Background: an optimization exercise with open tools, aiming at small area, a short achievable clock period and few clock cycles. Do not read the settings as production practice. Function was checked by simulation only, so behaviour that the tests miss may differ from the original. Power figures rest on the tool's default switching activity, not on a simulated workload.

// mac_top
module mac_top (
    input  logic         CLK,
    input  logic         RSTN,
    input  logic [11:0]  mnt_i,        
    input  logic         start_i,
    output logic         done_o,
    output logic [3:0]   w_rd_o,       
    input  logic [63:0]  w_rdata_i,    
    output logic [3:0]   i_rd_o,       
    input  logic [63:0]  i_rdata_i,    
    output logic [68:0]  o_wr_o        
);
    localparam int LAT = 2;        
    logic [3:0] m_dim, n_dim, t_dim;
    assign m_dim = mnt_i[11:8];
    assign n_dim = mnt_i[7:4];
    assign t_dim = mnt_i[3:0];
    logic        active_q;     
    logic        busy_q;       
    logic [1:0]  lane_q;       
    logic [2:0]  row_q;        
    logic [LAT:0] wl_q;        
    logic [LAT:0] first_q;     
    logic [3:0]   mask_q;      
    logic [63:0] acc_q;        
    logic        wen_q;
    logic [2:0]  waddr_q;      
    logic        done_q;
    logic        accept, rd_valid, first, lastl, fin;
    logic [1:0]  mlast;
    assign accept   = start_i && !active_q;
    assign mlast    = (n_dim == 4'd0) ? 2'd0 : m_dim[1:0] - 2'd1;
    assign rd_valid = busy_q || (accept && mlast == 2'd3);     
    assign first    = (lane_q == mlast);
    assign lastl    = (lane_q == 2'd0);
    assign fin      = lastl && ({1'b0, row_q} == t_dim - 4'd1);
    always_ff @(posedge CLK or negedge RSTN) begin
        if (!RSTN) begin
            active_q <= 1'b0;
            busy_q   <= 1'b0;
            lane_q   <= 2'd3;
            row_q    <= 3'd0;
            wl_q     <= '0;
            wen_q    <= 1'b0;
            done_q   <= 1'b0;
  ...
Size in the first run: roughly 970 cells after synthesis, about 240 flip-flops, about 220 I/O pins, ~12000 um^2 of cells after synthesis.
export LEC_CHECK = 0
export CAP_MARGIN = 20
export CORE_MARGIN = 2
export CORE_UTILIZATION = 30
export SETUP_SLACK_MARGIN = 3.0
export SLEW_MARGIN = 20
export SYNTH_HIERARCHICAL = 1
create_clock -name core_clock -period 5.5 [get_ports {CLK}]
standard.sh (not shown) runs the stock make flow with config.mk's settings and CLKGATE_MAP_FILE= SYNTH_SCRIPT=/design/flow/synth_recipe.tcl, a recipe that flattens the netlist after the stock synthesis.
==> flow/flow/run.sh <==
#!/bin/bash
# The standard layout with two changes:
#  - the smallest buffer on every port (repair_timing upsizes the ones on
#    critical paths)
#  - a clock tree of fewer, larger leaf clusters and no dummy loads
bash standard.sh \
  "BUFFER_PORTS_ARGS=-buffer_cell sky130_fd_sc_hd__buf_1" \
  "CTS_ARGS=-sink_clustering_enable -sink_clustering_size 18 -sink_clustering_max_diameter 60 -buf_list {sky130_fd_sc_hd__clkbuf_8} -dont_use_dummy_load -repair_clock_nets" \
  finish > standard.log 2>&1
The baseline finished clean.
Testbench counts at the start, summed over its fixed seeds: cycles 5,706.
Rerun with:
--- a/flow/flow/run.sh
+++ b/flow/flow/run.sh
@@ -8 +8 @@
-  "CTS_ARGS=-sink_clustering_enable -sink_clustering_size 18 -sink_clustering_max_diameter 60 -buf_list {sky130_fd_sc_hd__clkbuf_8} -dont_use_dummy_load -repair_clock_nets" \
+  "CTS_ARGS=-sink_clustering_enable -sink_clustering_size 24 -sink_clustering_max_diameter 80 -buf_list {sky130_fd_sc_hd__clkbuf_8 sky130_fd_sc_hd__clkbuf_16} -dont_use_dummy_load -repair_clock_nets" \
ABC_AREA = 1   (was not set)
=> The new run went through all stages and came out clean. Count of clock-buffer cells in the layout goes down by 5. First-iteration DRC count increases by 13%. Utilization climbs by 0.33 points. Sequential share of layout area shrinks by 2.2 points.
Rerun with:
ABC_AREA = not set   (was 1)
CORE_UTILIZATION = 36   (was 30)
Core utilization is higher by 7.0 points.
Total power is higher by 1.9%.
Setup slack got worse by 0.12 ns.
Critical path depth does not change.
Final area is lower by 6.7%.
Clock-buffer cell count is lower by 2.
Clock skew barely changes.
Synthesized cell count is lower by 22%.
Sequential power is higher by 7.6%.
Fmax is lower by 4.6%.
Clock power is lower by about 7%.
Rerun with:
CORE_UTILIZATION = 30   (was 36)
SETUP_SLACK_MARGIN = 3.1   (was 3.0)
What happened: Final area went up by about 3.7%. Maximum frequency went up by about 5.6%. Clock-buffer cell count went up by 2. Worst hold slack is better by 0.011 ns. Clock power went up by about 7%. Register-to-register slack is worse by 0.07 ns. Setup slack is better by 0.14 ns. Cell count went up by about 6.4%. Total power went up by about 4%. Routed wire length went up by about 5%. Clock skew went down by 0.020 ns.
Rerun with:
PLACE_DENSITY = 0.75   (was not set)
SETUP_SLACK_MARGIN = 3.0   (was 3.1)
The new run produced a clean layout. Final area falls by 2.3%. Clock-buffer cell count falls by 3. Sequential power is about the same. Die area does not change. Setup slack is worse by 0.055 ns. Total power rises by 0.66%. Non-clock buffer count falls by 13. Utilization falls by 0.84 points. Routed wire length rises by 3.8%. Synthesized cell count stays the same. Via count rises by 2.9%.

## static timing again, ports no longer ideal
No port has a modelled driver above. Below, the same layouts with a new extraction and two added sets of constraints.
Step 1 assumes that a clkbuf_16 drives the clock port and a buf_2 every other input.
Step 2, shift: input delay + t, output delay - t, t = (earliest + latest rising clock arrival at the registers) / 2. This alone moves slack from input paths to output paths.
Slacks: ideal / step 1 / step 2; pairs: ideal / step 1.
run	t, ns	slack for setup (ns)	worst setup path at the end	clock arrival spread, ns	worst register clock-pin slew, ns
the first run	0.580	3.013 / 3.028 / 2.451	input to register	0.103 / 0.104	0.11 / 0.11
the second run	0.537	3.014 / 3.036 / 2.499	input to register	0.065 / 0.065	0.09 / 0.09
the third run	0.526	2.895 / 2.920 / 2.394	input to register	0.069 / 0.069	0.09 / 0.09
the fourth run	0.545	3.033 / 3.033 / 2.563	input to register	0.045 / 0.045	0.09 / 0.09
the fifth run	0.526	2.977 / 2.993 / 2.467	input to register	0.062 / 0.063	0.10 / 0.10
After both steps every run listed still meets setup and hold. For the first run, which loses most, drivers alone change the setup slack by +0.015 ns; drivers and shift together by -0.562 ns.
